Context: an optimization exercise on an open-source flow, tuned for small area, a short achievable clock period and few clock cycles per item. The choices shown serve that exercise and are no tape-out recipe. In this exercise RTL edits were held to simulation tests only and were not proved equivalent to the original.

==> run C: inputs <==
## mandel_iter_pipe
module mandel_iter_pipe #(
    parameter int WIDTH  = 16,
    parameter int FRAC   = 13,
    parameter int ITER_W = 8,
    parameter int STAGES = 4
) (
    input  logic              Clk,
    input  logic              Reset,
    input  logic              in_valid,
    output logic              in_ready,
    input  logic [WIDTH-1:0]  in_x,
    input  logic [WIDTH-1:0]  in_y,
    input  logic [WIDTH-1:0]  in_c1,
    input  logic [WIDTH-1:0]  in_c2,
    input  logic [ITER_W-1:0] in_div,
    input  logic              in_done,
    input  logic [ITER_W-1:0] max_iter,
    output logic              out_valid,
    input  logic              out_ready,
    output logic [WIDTH-1:0]  out_x,
    output logic [WIDTH-1:0]  out_y,
    output logic [WIDTH-1:0]  out_c1,
    output logic [WIDTH-1:0]  out_c2,
    output logic [ITER_W-1:0] out_div,
    output logic              out_done
);
clock: 14.0 ns
lec_check: 0
cap_margin: 20
core_margin: 2
core_utilization: 40
slew_margin: 20
standard.sh (not shown) runs the stock make flow with config.mk's settings and CLKGATE_MAP_FILE= SYNTH_SCRIPT=/design/flow/synth_recipe.tcl, a recipe that flattens the netlist after the stock synthesis.
==> flow/flow/run.sh <==
#!/bin/bash
set -euo pipefail
MARGIN=${MARGIN:-8.5}
R=orfs/results/sky130hd/mandel_iter_pipe/base
bash standard.sh SETUP_SLACK_MARGIN=$MARGIN synth > standard_synth.log 2>&1
python3 flow/fa_polarity.py $R/1_2_yosys.v $R/1_2_yosys_pol.v > fa_polarity.log 2>&1
mv $R/1_2_yosys_pol.v $R/1_2_yosys.v
rm -f $R/1_synth.odb $R/1_synth.sdc
bash standard.sh SETUP_SLACK_MARGIN=$MARGIN finish > standard_make.log 2>&1
Other scripts of this flow, unchanged in this note and not shown: flow/flow/fa_polarity.py
==> inputs of run G, as changes to run C <==
--- a/flow/flow/run.sh
+++ b/flow/flow/run.sh
@@ -2,3 +2,3 @@
 set -euo pipefail
-MARGIN=${MARGIN:-8.5}
+MARGIN=${MARGIN:-7.5}
 R=orfs/results/sky130hd/mandel_iter_pipe/base
==> inputs of run Y, as changes to run C <==
--- a/flow/flow/run.sh
+++ b/flow/flow/run.sh
@@ -2,3 +2,3 @@
 set -euo pipefail
-MARGIN=${MARGIN:-8.5}
+MARGIN=${MARGIN:-8}
 R=orfs/results/sky130hd/mandel_iter_pipe/base
==> metrics list <==
- For this run, the post-layout net count is 11,600.
* Outcome: timing/DRC/antenna clean
- For the worst setup path, the data arrival time is 6.31 ns.
- Critical path depth in cells: 22
- At the later pin of the worst-skew pair, clock insertion delay measures 0.80 ns.
- Met1 usage in global routing: 26.1%
- Per-cell routed wire length: 21.1 um
- The startpoint identified for the worst register-to-register timing path is a_q[1][58].
[end of results for run C]
==> metrics list <==
- Hold repair after CTS inserted 0 buffers.
- Worst flop-to-flop path startpoint: a_q[3][54]
- Post-Route Hold Slack: 0.400 ns
- Counting every sink on the clock net gives 1,020.
* Per-cell routed wire length: 20.3 um
- At the pin with the least slew margin, the transition time is 1.11 ns.
* Outcome: timing/DRC/antenna clean
* Critical path depth in cells: 19
* Met1 usage in global routing: 25.3%
* Instance count along the most critical hold path: 0
* Number of nets in the final layout: 11,300
* Arrival time reported for the critical path endpoint: 6.74 ns
- Number of H-tree branching levels: 4
[end of results for run G]
==> metrics list <==
- Per-cell routed wire length: 20.7 um
- Insertion delay to the later sink of the worst-skew pair: 0.79 ns
- Die Y-Extent: 501 um
* Largest registers in the final layout: b_q (365), a_q (292)
- Amount of wire on met2 after detailed routing: 130,000 um
- Of the available clock period, the critical path in the final layout requires 42.0%.
* Most common library cell in the layout ignoring fill and taps: fa_1
- Routability congestion estimate from global placement: 0.876
* Number of nets in the final layout: 11,400
- The worst register-to-register path begins at a_q[3][54].
- The flow ran to the end and the layout has no timing, DRC or antenna violations.
* Met1 usage in global routing: 25.6%
- The critical path runs through a total of 26 cells.
- Via count of the first global-routing pass: 69,700
[end of results for run Y]
Testbench counts of run C, summed over its fixed seeds: cycles 3,272, items 3,200.
Testbench counts of run G, summed over its fixed seeds: cycles 3,272, items 3,200.
Testbench counts of run Y, summed over its fixed seeds: cycles 3,272, items 3,200.

[what the ideal ports hide]
No port has a modelled driver above. Below, the same layouts with a new extraction and two added sets of constraints. Step 1: set_driving_cell puts a clkbuf_16 on Clk and a buf_2 on each other input, an assumption about the parent block. Step 2 adds t to the input delays and takes it off the output delays; t is the mean of the earliest and latest rising clock arrival at the registers after step 1. Input paths then give back, and output paths get back, about the clock's delay inside the block. a / b / c = ideal ports / drivers / drivers and shift; a / b = the first two.
run	shift t [ns]	setup slack, ns	clock arrival spread, ns
run C	0.865	8.221 / 8.221 / 8.221	0.053 / 0.053
run G	0.857	7.753 / 7.753 / 7.753	0.052 / 0.052
run Y	0.859	8.121 / 8.121 / 8.121	0.049 / 0.050
After both steps setup and hold are still met in every run listed.
